This is an optimization exercise on Yosys and OpenROAD, whose aim is small area and a short achievable clock period, not a production implementation. Only simulation tests tie the RTL to the original design; equivalence was not proved. No driver is modelled on the clock port, so clocking that relies on it looks cheaper here than on a real chip. Power and IR drop assume default switching activity.

## flow/design.v (module list and top-level ports; edited modules follow where they fit)
// module wm_fa: 10 lines
// module wm_ha: 9 lines
// module wallace_mult_24x24: 2332 lines
module wallace_mult_24x24 (
  input  logic        clk,
  input  logic        rst,
  input  logic        in_valid,
  input  logic [23:0] a,
  input  logic [23:0] b,
  output logic        out_valid,
  output logic [39:0] x,
  output logic [39:0] y,
  output logic [7:0]  z
);
  // ...
==> flow/flow/run.sh <==
#!/bin/bash
set -euo pipefail
K="BUFFER_PORTS_ARGS=-buffer_cell sky130_fd_sc_hd__buf_1"
EM="SETUP_SLACK_MARGIN=$(cat flow/early_margin.txt)"
bash standard.sh "$K" "$EM" cts > make_cts.log 2>&1
export SKEW_DB=$PWD/orfs/results/$FLOW_PLATFORM/wallace_mult_24x24/base/4_cts.odb
export SKEW_LIB=$FLOW_HOME/platforms/$FLOW_PLATFORM/lib/sky130_fd_sc_hd__tt_025C_1v80.lib
export SKEW_RC=$FLOW_HOME/platforms/$FLOW_PLATFORM/setRC.tcl
export SKEW_SDC=$PWD/orfs/results/$FLOW_PLATFORM/wallace_mult_24x24/base/4_cts.sdc
export SKEW_FLATTEN=$(cat flow/flatten.txt)
export SKEW_LEAF=$(cat flow/leaf.txt 2>/dev/null || true)
read SKEW_D2 SKEW_D3 < flow/skew.txt
export SKEW_D2 SKEW_D3
openroad -no_init -exit flow/skew.tcl > skew.log 2>&1
bash standard.sh "$K" finish > make_finish.log 2>&1
==> flow/flow/early_margin.txt <==
1.8
==> flow/flow/flatten.txt <==
0
==> flow/flow/skew.tcl <==
read_db $::env(SKEW_DB)
read_liberty $::env(SKEW_LIB)
read_sdc $::env(SKEW_SDC)
source $::env(SKEW_RC)
set_propagated_clock [all_clocks]
set db [ord::get_db]
set block [ord::get_db_block]
set sizes {sky130_fd_sc_hd__clkbuf_1 sky130_fd_sc_hd__clkbuf_2 sky130_fd_sc_hd__clkbuf_4 sky130_fd_sc_hd__clkbuf_8 sky130_fd_sc_hd__clkbuf_16}
set pre_master [expr {[info exists ::env(SKEW_PRE)] ? $::env(SKEW_PRE) : "sky130_fd_sc_hd__clkbuf_1"}]
set k 0

proc new_buf {master_name x y in_net} {
  global db block k
  set inst [odb::dbInst_create $block [$db findMaster $master_name] "skew_buf_$k"]
  set out [odb::dbNet_create $block "skew_net_$k"]
  $out setSigType CLOCK
  incr k
  [$inst findITerm A] connect $in_net
  [$inst findITerm X] connect $out
  $inst setLocation $x $y
  $inst setPlacementStatus PLACED
  return [list $inst $out]
}

# odb instance name -> STA clock pin of every register
set clkpin [dict create]
foreach p [get_pins -hierarchical */CLK] {
  dict set clkpin [[[sta::sta_to_db_pin $p] getInst] getName] $p
}
proc ckpin {inst} { return [dict get $::clkpin [$inst getName]] }

proc mean_arrival {insts} {
  set s 0.0; set n 0
  foreach inst $insts {
    set a [get_property [ckpin $inst] arrival_max_rise]
    set s [expr {$s + $a}]; incr n
  }
  return [expr {$s / $n}]
}

# Optionally drop the middle level of the tree: leaf buffers hang directly off the root net.
if {[info exists ::env(SKEW_FLATTEN)] && $::env(SKEW_FLATTEN)} {
  set root_inst [$block findInst clkbuf_0_clk]
  set root_net [[$root_inst findITerm X] getNet]
  foreach it [$root_net getITerms] {
    set inst [$it getInst]
    if {[$it isOutputSignal] || ![string match clkbuf_1_* [$inst getName]]} continue
    set mid_net [[$inst findITerm X] getNet]
    set ok 1
    foreach s [$mid_net getITerms] {
      if {![$s isOutputSignal] && ![string match clkbuf_leaf_* [[$s getInst] getName]]} { set ok 0 }
    }
    if {!$ok} continue
    foreach s [$mid_net getITerms] {
      if {[$s isOutputSignal]} continue
      $s disconnect
      $s connect $root_net
    }
    $it disconnect
    [$inst findITerm X] disconnect
    odb::dbInst_destroy $inst
    odb::dbNet_destroy $mid_net
    puts "removed middle clock buffer level under [$root_net getName]"
  }
}

# leaf nets of the tree
set leaves {}
foreach net [$block getNets] {
  if {[$net getSigType] ne "CLOCK"} continue
  foreach it [$net getITerms] {
    if {[$it isOutputSignal] && [string match clkbuf_leaf_* [[$it getInst] getName]]} { lappend leaves $net }
  }
}

proc leaf_of {it} { return [$it getNet] }
proc kmeans {pts k} {
  # pts: list of {x y item}; returns list of clusters (lists of items)
  set n [llength $pts]
  set cs {}
  for {set i 0} {$i < $k} {incr i} {
    set p [lindex $pts [expr {int(($i + 0.5) * $n / $k)}]]
    lappend cs [list [lindex $p 0] [lindex $p 1]]
  }
  for {set iter 0} {$iter < 20} {incr iter} {
    set members {}
    for {set i 0} {$i < $k} {incr i} { lappend members {} }
    foreach p $pts {
      set best 0; set bd 1e30
      for {set i 0} {$i < $k} {incr i} {
        set c [lindex $cs $i]
        set d [expr {abs([lindex $p 0] - [lindex $c 0]) + abs([lindex $p 1] - [lindex $c 1])}]
        if {$d < $bd} { set bd $d; set best $i }
      }
      lset members $best [concat [lindex $members $best] [list $p]]
    }
    set ncs {}
    for {set i 0} {$i < $k} {incr i} {
      set m [lindex $members $i]
      if {[llength $m] == 0} { lappend ncs [lindex $cs $i]; continue }
      set sx 0; set sy 0
      foreach p $m { set sx [expr {$sx + [lindex $p 0]}]; set sy [expr {$sy + [lindex $p 1]}] }
      lappend ncs [list [expr {$sx / [llength $m]}] [expr {$sy / [llength $m]}]]
    }
    set cs $ncs
  }
  set out {}
  foreach m $members { if {[llength $m]} { lappend out $m } }
  return $out
}
set leaf_drv {}
foreach net $leaves {
  foreach it [$net getITerms] {
    if {[$it isOutputSignal]} { lappend leaf_drv [list $net [lindex [[$it getInst] getLocation] 0] [lindex [[$it getInst] getLocation] 1]] }
  }
}
set csize [expr {[info exists ::env(SKEW_CLUSTER)] ? $::env(SKEW_CLUSTER) : 20}]
set groups {}
foreach rank {r2 r3} {
  set pts {}
  foreach net $leaves {
    foreach it [$net getITerms] {
      set inst [$it getInst]
      if {[$it isOutputSignal]} continue
      if {[string match ${rank}_* [$inst getName]] && [[$it getMTerm] getName] eq "CLK"} {
        set loc [$inst getLocation]
        lappend pts [list [lindex $loc 0] [lindex $loc 1] $it]
      }
    }
  }
  if {![llength $pts]} continue
  set pts [lsort -real -index 0 $pts]
  set nk [expr {max(1, int(ceil([llength $pts] / double($csize))))}]
  foreach m [kmeans $pts $nk] {
    set sx 0; set sy 0
    foreach p $m { set sx [expr {$sx + [lindex $p 0]}]; set sy [expr {$sy + [lindex $p 1]}] }
    set n [llength $m]
    set x [expr {int($sx / $n)}]; set y [expr {int($sy / $n)}]
    # nearest leaf driver feeds this cluster
    set bd 1e30; set src {}
    foreach l $leaf_drv {
      set d [expr {abs([lindex $l 1] - $x) + abs([lindex $l 2] - $y)}]
      if {$d < $bd} { set bd $d; set src [lindex $l 0] }
    }
    set si [expr {$n <= 3 ? 1 : ($n <= 8 ? 2 : ($n <= 16 ? 3 : 4))}]
    lassign [new_buf [lindex $sizes $si] $x $y $src] last out
    set insts {}
    foreach p $m { set it [lindex $p 2]; lappend insts [$it getInst]; $it disconnect; $it connect $out }
    lappend groups [dict create rank $rank leaf $src insts $insts last $last si $si simin $si pre {} x $x y $y]
  }
}

if {[info exists ::env(SKEW_LEAF)] && $::env(SKEW_LEAF) ne ""} {
  foreach net $leaves {
    foreach it [$net getITerms] {
      if {[$it isOutputSignal]} { [$it getInst] swapMaster [$db findMaster $::env(SKEW_LEAF)] }
    }
  }
}

set ref {}
foreach inst [$block getInsts] {
  set nm [$inst getName]
  if {[dict exists $clkpin $nm] && ![string match r2_* $nm] && ![string match r3_* $nm] && ![string match a2_* $nm] && ![string match *2_q* $nm]} { lappend ref $inst }
}
puts "reference registers (ranks 1 and 4): [llength $ref]"
for {set round 0} {$round < 14} {incr round} {
  estimate_parasitics -placement
  set base [mean_arrival $ref]
  set changed 0
  set ng {}
  foreach g $groups {
    set tgt [expr {$base + ([dict get $g rank] eq "r2" ? $::env(SKEW_D2) : $::env(SKEW_D3))}]
    set a [mean_arrival [dict get $g insts]]
    set gw 0
    foreach inst [dict get $g insts] {
      set sl [get_property [ckpin $inst] slew_max]
      if {$sl > $gw} { set gw $sl }
    }
    if {$gw > 0.092 && [dict get $g si] < 4} {
      # clock-pin slew first: a stronger last buffer, and never smaller again
      set si [expr {[dict get $g si] + 1}]
      [dict get $g last] swapMaster [$db findMaster [lindex $sizes $si]]
      dict set g si $si
      dict set g simin $si
      lappend ng $g
      set changed 1
      continue
    }
    set si [dict get $g si]
    set last [dict get $g last]
    if {$a < $tgt - 0.04} {
      if {$si > [dict get $g simin] && ($tgt - $a < 0.1 || [llength [dict get $g pre]] >= 6)} {
        incr si -1
        $last swapMaster [$db findMaster [lindex $sizes $si]]
      } elseif {[llength [dict get $g pre]] < 6} {
        # one more small buffer in front of the last one
        set in_it [$last findITerm A]
        set in_net [$in_it getNet]
        $in_it disconnect
        lassign [new_buf $::pre_master [dict get $g x] [dict get $g y] $in_net] p pout
        $in_it connect $pout
        dict lappend g pre $p
      }
      set changed 1
    } elseif {$a > $tgt + 0.04 && $si < 4} {
      incr si
      $last swapMaster [$db findMaster [lindex $sizes $si]]
      set changed 1
    }
    dict set g si $si
    lappend ng $g
  }
  set groups $ng
  if {!$changed} break
}
estimate_parasitics -placement
set base [mean_arrival $ref]
foreach g $groups {
  puts [format "group %s %-22s sinks %2d last %s pre %d  skew %.3f" [dict get $g rank] [[dict get $g leaf] getName] [llength [dict get $g insts]] [lindex $sizes [dict get $g si]] [llength [dict get $g pre]] [expr {[mean_arrival [dict get $g insts]] - $base}]]
}
puts "ranks 1 and 4 mean clock arrival $base"
set worst 0
foreach g $groups {
  set gw 0
  foreach inst [dict get $g insts] {
    set sl [get_property [ckpin $inst] slew_max]
    if {$sl > $worst} { set worst $sl }
    if {$sl > $gw} { set gw $sl }
  }
  puts "slew [dict get $g rank] [llength [dict get $g insts]] [lindex $sizes [dict get $g si]] $gw"
}
puts "worst skewed clock-pin slew $worst"
set bw 0
foreach inst $ref { set sl [get_property [ckpin $inst] slew_max]; if {$sl > $bw} { set bw $sl } }
puts "worst rank 1/4 clock-pin slew $bw"
detailed_placement
check_placement -verbose
write_db $::env(SKEW_DB)
==> flow/flow/skew.txt <==
0.42 0.57
==> flow/standard.sh <==
#!/bin/bash
# synth_recipe.tcl (not shown) runs the flow's synth.tcl, then flattens the netlist and writes it again
# the make line also repeats each setting of config.mk as NAME=value (left out here)
make -C /OpenROAD-flow-scripts/flow DESIGN_CONFIG=/design/flow/config.mk WORK_HOME=/design/flow/orfs CLKGATE_MAP_FILE= SYNTH_SCRIPT=/design/flow/synth_recipe.tcl "${@:-finish}"
==> flow/config.mk <==
export PLATFORM = sky130hd
export DESIGN_NAME = wallace_mult_24x24
export DESIGN_NICKNAME = wallace_mult_24x24
export VERILOG_FILES = /design/flow/design.v
export SDC_FILE = /design/flow/constraint.sdc
export NUM_CORES = 4
export LEC_CHECK = 0
export CAP_MARGIN = 20
export CORE_MARGIN = 2
export CORE_UTILIZATION = 60
export CTS_CLUSTER_DIAMETER = 100
export CTS_CLUSTER_SIZE = 30
export HOLD_SLACK_MARGIN = 0.05
export SETUP_SLACK_MARGIN = 2.2
export SLEW_MARGIN = 20
export SYNTH_HIERARCHICAL = 1
export SYNTH_MINIMUM_KEEP_SIZE = 0
==> flow/constraint.sdc <==
create_clock -name core_clock -period 4.0 [get_ports {clk}]
set_input_delay 0.8000 -clock core_clock [delete_from_list [all_inputs] [get_ports {clk}]]
set_output_delay 0.8000 -clock core_clock [all_outputs]
set_load 0.01 [all_outputs]
==> flow_metrics.env, run 1 <==
export IMPL_status="timing/DRC/antenna clean"
export IMPL_area_delta_synth_final_pct=6.29
export IMPL_switching_share_pct=34.9
export IMPL_overflow=0
export IMPL_n_clock_buffer=20
export IMPL_place_congestion=0.886
export IMPL_syn_area_mm2=0.0215
export IMPL_vias=12700
export IMPL_nonClkBufAreaFrac_pct=7.65
export IMPL_dpl_cell_area_mm2=0.0215
export IMPL_wl_met3_mm=4.04
export IMPL_power_share_sequential_pct=44.1
export IMPL_antenna_found_initial=3
export IMPL_placementRows=69
export IMPL_slowest_delay_ns=0.52
export IMPL_synthFlopType="dfxtp_1"
export IMPL_wl_per_cell_um=22.9
export IMPL_cpMaxStageDelayCell="fa_1"
export IMPL_grt_pass1_wl_mm=80.3
export IMPL_setup_viol=0
export IMPL_fin_tns_setup_ns=0
export IMPL_slew_viol_final=0
export IMPL_grt_busiest_layer="met2"
export IMPL_mostFrequentLayoutCell="dfxtp_1"
export IMPL_seq_area_share_pct=37.7
export IMPL_pg_comb_uw=5640
export IMPL_drv_cap=0
export IMPL_signal_buffers=274
export IMPL_synth_edf_count=0
export IMPL_viasPerCell=5.72
export IMPL_drive_gt1_share_pct=11.7
export IMPL_synth_simple_gate_area_share_pct=2.12
export IMPL_hold_violations=0
export IMPL_cp_max_fo=25
export IMPL_syn_avg_cell_area_um2=12.6
export IMPL_hold_start="r2_c9_3"
export IMPL_start_util_pct=60.8
export IMPL_htree_num_levels=1
export IMPL_finalClockSkew_ns=0.688
export IMPL_synth_yosys_warnings=7
export IMPL_worstRegToRegCells=5
export IMPL_port_buffers=136
export IMPL_start_kind="flip-flop"
==> run 2: changes to the inputs <==
--- a/flow/flow/skew.tcl
+++ b/flow/flow/skew.tcl
@@ -165,5 +165,5 @@
 }
 puts "reference registers (ranks 1 and 4): [llength $ref]"
-for {set round 0} {$round < 14} {incr round} {
+for {set round 0} {$round < 20} {incr round} {
   estimate_parasitics -placement
   set base [mean_arrival $ref]
@@ -191,8 +191,8 @@
     set last [dict get $g last]
     if {$a < $tgt - 0.04} {
-      if {$si > [dict get $g simin] && ($tgt - $a < 0.1 || [llength [dict get $g pre]] >= 6)} {
+      if {$si > [dict get $g simin] && ($tgt - $a < 0.1 || [llength [dict get $g pre]] >= 10)} {
         incr si -1
         $last swapMaster [$db findMaster [lindex $sizes $si]]
-      } elseif {[llength [dict get $g pre]] < 6} {
+      } elseif {[llength [dict get $g pre]] < 10} {
         # one more small buffer in front of the last one
         set in_it [$last findITerm A]
==> flow/flow/skew.txt (replaced) <==
0.5 0.7
--- a/flow/config.mk
+++ b/flow/config.mk
@@ -12,5 +12,5 @@
 export CTS_CLUSTER_SIZE = 30
 export HOLD_SLACK_MARGIN = 0.05
-export SETUP_SLACK_MARGIN = 2.2
+export SETUP_SLACK_MARGIN = 2.25
 export SLEW_MARGIN = 20
 export SYNTH_HIERARCHICAL = 1
==> flow_metrics.env, run 2 <==
export IMPL_wl_per_cell_um=22.9
export IMPL_fin_crit_ns=1.76
export IMPL_seq_area_mm2=0.00865
export IMPL_synth_edf_count=0
export IMPL_netlist_area_leader_share_pct=39.6
export IMPL_start_util_pct=60.8
export IMPL_cts_buffers_inserted=19
export IMPL_yosys_top_cells_area="dfxtp_1 (40%), fa_1 (24%), xnor2_1 (12%), a22oi_1 (9.2%), buf_4 (3.9%)"
export IMPL_insertion_delay_ns=1.32
export IMPL_vias=12700
export IMPL_fp_dieH_um=193
export IMPL_yosysMostFrequentCell="dfxtp_1"
export IMPL_viasPerCell=5.70
export IMPL_max_freq_mhz=568
export IMPL_synth_top_area_cell="dfxtp_1"
export IMPL_period_share_pct=44.0
export IMPL_cp_arrival_ns=0.96
export IMPL_largest_reg_flops=24
export IMPL_syn_area_mm2=0.0215
export IMPL_drive_gt1_share_pct=15.7
export IMPL_final_cell_mix="dfxtp_1 (358), xnor2_1 (303), a22oi_1 (264)"
export IMPL_max_slew_margin_rel_pct=60.9
export IMPL_hold_ws_ns=0.0317
export IMPL_worst_ep_required_time_ns=3.20
export IMPL_cpMaxStageDelayCell="dfxtp_1"
export IMPL_ys_types=27
export IMPL_grt_util_all_layers_pct=28.0
export IMPL_synth_seq_cells=425
export IMPL_rrSetupSlack_ns=2.27
export IMPL_power_density_mw_per_mm2=715
export IMPL_cts_buffer_depth=3
export IMPL_dr_pass1_iters=8
export IMPL_final_nets=2114
export IMPL_mostFrequentLayoutCell="dfxtp_1"
export IMPL_yosysSeqAreaShare_pct=39.6
export IMPL_setup_ws_ns=2.24
export IMPL_cp_max_fo=1
export IMPL_placementRows=69
export IMPL_drc_errors=0
export IMPL_worst_slew_pin_slew_ns=0.586
export IMPL_largest_register="a1_q"
export IMPL_hold_violations=0
export IMPL_multiInputGateArea_mm2=0.0112
export IMPL_cts_sink_count=425
export IMPL_cp_top_family="flip-flops"
export IMPL_synthesis_instances=1701
export IMPL_critical_path_class="reg2out"
export IMPL_ioPinCount=140
export IMPL_synthTopCellsByCount="dfxtp_1 (425), xnor2_1 (303), a22oi_1 (264)"
export IMPL_path_buf_inv=1
export IMPL_antenna_found_initial=3
export IMPL_p_leak_uw=0.00892
export IMPL_fillers=2776
export IMPL_grt_pass1_vias=14200
export IMPL_syn_avg_cell_area_um2=12.6
export IMPL_drv_cap=0
export IMPL_finalClockSkew_ns=0.808
export IMPL_dp_slack_ns=1.35
export IMPL_slew_viol_final=0
export IMPL_grt_pass1_wl_mm=80.7
export IMPL_hpwl_mm=34.1
export IMPL_grt_setup_unrepaired="yes"
export IMPL_cp_end_kind="primary output"
export IMPL_grt_start_max_net_pins=31
export IMPL_synth_yosys_warnings=7
export IMPL_area_delta_synth_final_pct=7.33
export IMPL_setup_viol=0
export IMPL_drt_antenna_violating_nets=0
export IMPL_port_buffers=136
export IMPL_cts_tree="yes"
export IMPL_critical_path_cell_chain="buf_2"
export IMPL_first_iter_violations=1043
export IMPL_hold_class="reg2reg"
export IMPL_core_area_mm2=0.0354
export IMPL_fin_tns_setup_ns=0
export IMPL_drt_wl_total_mm=51.1
export IMPL_dieArea_mm2=0.0374
export IMPL_cts_clk_slew_worst_paths_ns=0.11
export IMPL_status="timing/DRC/antenna clean"
export IMPL_htree_num_levels=1
export IMPL_synthFlopType="dfxtp_1"
export IMPL_place_congestion=0.886
export IMPL_die_w_um=193
export IMPL_cts_root_buf="clkbuf_16"
export IMPL_start_kind="flip-flop"
export IMPL_vdd_drop_max_mv=0.640
export IMPL_slowest_delay_ns=0.32
export IMPL_async_reset_ff_share_pct=0
export IMPL_overflow=0
## run 2: Yosys stat by module, one instance, submodules excluded
| module | area [um^2] | cells |
|---|---|---|
| wallace_mult_24x24 | 16000 | 1419 |
| wm_fa | 20.0 | 1 |
| wm_ha | 12.5 | 1 |
## run 2: timing repair
action / 4_1_cts / 5_1_grt
gates resized for setup: 62 / 213
hold endpoints to repair: 0 / 0
pin swaps: 0 / 5
setup buffers: 2 / 0
endpoints found under the setup margin: 141 / 95
hold buffers: 0 / 0
## run 2: kinds of logic after synthesis
group / share of synthesized area (%)
flops: 39.6
compound gates: 10.5
fa+ha+maj: 26.7
other cells: 0.0174
xor+xnor: 12.9
buf+inv: 8.30
simple gates: 2.12
## run 2: cell type report
type                       instances  share of cell area, %
multi-input combinational        998                   48.7
sequential                       425                   37.5
timing repair buffer             202                   5.83
buffer                            82                   2.57
tap                              461                   2.50
clock buffer                      20                   2.08
inverter                          33                  0.537
clock inverter                     5                  0.304
antenna                            2                 0.0217
## run 2: per-layer routing
layer	part of all wire, %	track usage, %	vias up
li1	-	-	5599
met1	44	39.2	6448
met2	46	44.3	560
met3	7.7	5.00	100
met4	2.6	9.53	2
met5	0.025	0	-
## run 2: through the flow
step | std cells | util, % | area, um^2 | total power [uW]
CTS | 2144 | 62.6 | 22200 | 15200
floorplan | 1703 | - | 21500 | 11200
global placement | 2117 | 60.6 | 21500 | 12700
finish | 2228 | 65.2 | 23100 | 16500
detailed placement | 2117 | 60.6 | 21500 | 12900
global route | 2226 | 65.2 | 23100 | 17900
## run 2: power by group
part	internal, uW	switching [uW]
registers	6190	977
logic	2840	3000
clock network	1760	1740
total	10800	5720
## run 2: path summary, 6_finish.rpt
kind	to	from	depth (start not counted)
worst max-delay path	x[2]	r4_c10_0	1
worst min-delay path	r3_c9_0	r2_c9_3	0
worst max register to register	r2_c21_4	a1_q[8]	4
worst min register to register	r3_c9_0	r2_c9_3	0
==> run 3: changes to the inputs <==
--- a/flow/config.mk
+++ b/flow/config.mk
@@ -12,5 +12,5 @@
 export CTS_CLUSTER_SIZE = 30
 export HOLD_SLACK_MARGIN = 0.05
-export SETUP_SLACK_MARGIN = 2.25
+export SETUP_SLACK_MARGIN = 2.2
 export SLEW_MARGIN = 20
 export SYNTH_HIERARCHICAL = 1
==> flow_metrics.env, run 3 <==
export IMPL_slowest_delay_ns=0.32
export IMPL_drive_gt1_share_pct=11.0
export IMPL_synth_top_area_cell="dfxtp_1"
export IMPL_grt_start_max_net_pins=31
export IMPL_drv_cap=0
export IMPL_port_buffers=136
export IMPL_final_nets=2114
export IMPL_cp_end_kind="primary output"
export IMPL_hold_start="r2_c9_3"
export IMPL_hold_class="reg2reg"
export IMPL_syn_area_mm2=0.0215
export IMPL_max_slew_margin_rel_pct=58.8
export IMPL_cts_buffers_inserted=19
export IMPL_synth_yosys_warnings=7
export IMPL_vias=12700
export IMPL_wl_per_cell_um=22.9
export IMPL_slew_viol_final=0
export IMPL_synthTopCellsByCount="dfxtp_1 (425), xnor2_1 (303), a22oi_1 (264)"
export IMPL_cts_tree="yes"
export IMPL_setup_viol=0
export IMPL_overflow=0
export IMPL_setup_ws_ns=2.22
export IMPL_synthesis_instances=1701
export IMPL_cp_max_fo=1
export IMPL_cts_clk_slew_worst_paths_ns=0.11
export IMPL_drt_antenna_violating_nets=0
export IMPL_first_iter_violations=1104
export IMPL_hold_ws_ns=0.0462
export IMPL_max_freq_mhz=561
export IMPL_antenna_found_initial=3
export IMPL_power_density_mw_per_mm2=712
export IMPL_hold_violations=0
export IMPL_mostFrequentLayoutCell="dfxtp_1"
export IMPL_start_kind="flip-flop"
export IMPL_core_area_mm2=0.0354
export IMPL_r2r_end="r2_c16_3"
export IMPL_fp_dieH_um=193
export IMPL_timing_rr_start="one1_q[7]"
export IMPL_insertion_delay_ns=1.31
export IMPL_viasPerCell=5.72
export IMPL_fin_crit_ns=1.78
export IMPL_worst_slew_pin_slew_ns=0.617
export IMPL_hpwl_mm=34.1
export IMPL_critical_path_class="reg2out"
export IMPL_path_buf_inv=1
export IMPL_fin_tns_setup_ns=0
export IMPL_grt_pass1_wl_mm=80.7
export IMPL_cts_sink_count=425
export IMPL_synth_edf_count=0
export IMPL_power_uw=16200
export IMPL_drc_errors=0
export IMPL_vdd_drop_max_mv=0.640
export IMPL_yosys_top_cells_area="dfxtp_1 (40%), fa_1 (24%), xnor2_1 (12%), a22oi_1 (9.2%), buf_4 (3.9%)"
export IMPL_synthFlopType="dfxtp_1"
export IMPL_holdPathEnd="r3_c9_0"
export IMPL_period_share_pct=44.5
export IMPL_dieArea_mm2=0.0374
export IMPL_largest_register="a1_q"
export IMPL_start_util_pct=60.8
export IMPL_syn_avg_cell_area_um2=12.6
export IMPL_cpMaxStageDelayCell="dfxtp_1"
export IMPL_critical_path_cell_chain="buf_1"
export IMPL_die_w_um=193
export IMPL_place_congestion=0.886
export IMPL_grt_setup_unrepaired="yes"
export IMPL_drt_wl_total_mm=51.0
export IMPL_cts_buffer_depth=3
export IMPL_holdPathStages=0
export IMPL_status="timing/DRC/antenna clean"
export IMPL_finalClockSkew_ns=0.807
export IMPL_grt_util_all_layers_pct=28.0
export IMPL_p_leak_uw=0.00872
export IMPL_fillers=2793
export IMPL_area_delta_synth_final_pct=6.04
export IMPL_ys_types=27
export IMPL_final_cell_mix="dfxtp_1 (387), xnor2_1 (303), a22oi_1 (264)"
export IMPL_ioPinCount=140
export IMPL_netlist_area_leader_share_pct=39.6
export IMPL_dp_slack_ns=1.35
export IMPL_rrSetupSlack_ns=2.27
export IMPL_dpl_cell_area_mm2=0.0215
export IMPL_async_reset_ff_share_pct=0
export IMPL_yosysMostFrequentCell="dfxtp_1"
export IMPL_placementRows=69
export IMPL_worstRegToRegCells=4
export IMPL_synth_seq_cells=425
export IMPL_dr_pass1_iters=7
export IMPL_cp_arrival_ns=0.98
export IMPL_largest_reg_flops=24
export IMPL_cts_root_buf="clkbuf_16"
export IMPL_worst_ep_required_time_ns=3.20
export IMPL_grt_pass1_vias=14200
export IMPL_htree_num_levels=1
export IMPL_ctsHoldBuffers=0
export IMPL_yosysSeqAreaShare_pct=39.6
export IMPL_final_cell_area_mm2=0.0228
export IMPL_cp_top_family="flip-flops"
==> run 3: cell types whose count changed in the layout (fill, tap and decap cells not counted), sizes merged <==
| cell | before | now |
|---|---|---|
| clkbuf | 122 | 136 |
| buf | 182 | 168 |
==> run 3: worst reg2reg max path, delay by kind of cell (launching register included) <==
| family | cells | cell delay, ns |
|---|---|---|
| fa+ha+maj | 2 | 0.91 |
| compound gates | 1 | 0.19 |
| flops | 1 | 0.72 |
| xor+xnor | 1 | 0.29 |
==> run 3: routing by layer <==
layer | part of all wire (%) | up-vias | track usage (%)
met5 | 0.025 | - | 0
met4 | 2.7 | 2 | 9.53
met3 | 7.8 | 107 | 5.00
met2 | 46 | 553 | 44.3
met1 | 44 | 6481 | 39.2
li1 | - | 5599 | -
==> run 3: cell type report <==
class                      instances  area [um^2]  area share [%]
clock inverter                     5         70.1           0.307
antenna                            2         5.00          0.0219
buffer                            82          593            2.60
clock buffer                      20          479            2.10
inverter                          33          124           0.543
multi-input combinational        998        11200            49.2
tap                              461          577            2.53
sequential                       425         8620            37.8
timing repair buffer             202         1120            4.89
==> run 3: kinds of logic (layout without fill, tap and decap cells) <==
kind of cell | Yosys count | count (layout) | synth area share (%)
flops | 425 | 425 | 39.6
xor+xnor | 316 | 316 | 12.9
fa+ha+maj | 302 | 302 | 26.7
compound gates | 293 | 293 | 10.5
buf+inv | 280 | 342 | 8.30
simple gates | 84 | 84 | 2.12
other cells | 1 | 5 | 0.0174
==> run 3: what timing repair did <==
action,CTS,global route
setup endpoints to repair,141,36
gates cloned,0,0
endpoints found under the hold margin,0,0
gates resized for setup,62,38
buffers inserted,2,0
==> run 3: power by group <==
group | leakage (uW) | internal, uW | total, uW | switching (uW)
logic | 0.00461 | 2630 | 5620 | 2990
registers | 0.00359 | 6160 | 7110 | 951
clock network | 0.000517 | 1760 | 3500 | 1740
total | 0.00872 | 10600 | 16200 | 5680
==> run 3: modules after synthesis (local to each module, per instance) <==
module              area, um^2  copies in the design
wallace_mult_24x24       16000                     1
wm_fa                     20.0                   260
wm_ha                     12.5                    22
==> run 3: worst max-delay path by stage <==
stage / startpoint / end / slack [ns] / depth (start not counted)
4_1_cts: a1_q[8] / r2_c21_4 / 1.76 / 4
5_1_grt: r4_c7_0 / z[7] / 2.19 / 1
2_1_floorplan: neg1_q[0] / r2_c17_3 / 1.92 / 5
6_report: r4_c2_0 / z[2] / 2.22 / 1
3_3_place_gp: a1_q[22] / r2_c27_5 / 1.34 / 4
3_5_place_dp: a1_q[4] / r2_c21_4 / 1.35 / 4
==> run 3: per-stage QoR <==
stage	std cells	utilization [%]
after floorplan	1703	-
after global placement	2117	60.6
after detailed placement	2117	60.6
after CTS	2144	62.6
after global routing	2226	64.4
final	2228	64.4

static timing again, ports no longer ideal:
No port has a modelled driver above. Below, the same layouts with a new extraction and two added sets of constraints.
Step 1 assumes that a clkbuf_16 drives the clock port and a buf_2 every other input.
Step 2, shift: input delay + t, output delay - t, t = (earliest + latest rising clock arrival at the registers) / 2. This alone moves slack from input paths to output paths.
a / b / c = ideal ports / drivers / drivers and shift; a / b = the first two.
run	t (ns)	setup slack, ns	latest minus earliest clock arrival (ns)	worst slew at a driven data input, ns	pins driven straight from the clock port
run 1	0.888	2.179 / 2.160 / 2.179	0.688 / 0.688	0.07	1
run 2	0.960	2.239 / 2.182 / 2.131	0.832 / 0.832	0.07	1
run 3	0.958	2.218 / 2.161 / 2.133	0.828 / 0.828	0.07	1
In every run listed the clock reaches the registers at very different times; t lies between them, and the last value is a rough guide only. The setup slack of run 2, which loses most, moves by -0.057 ns with the drivers and by -0.108 ns with both steps.
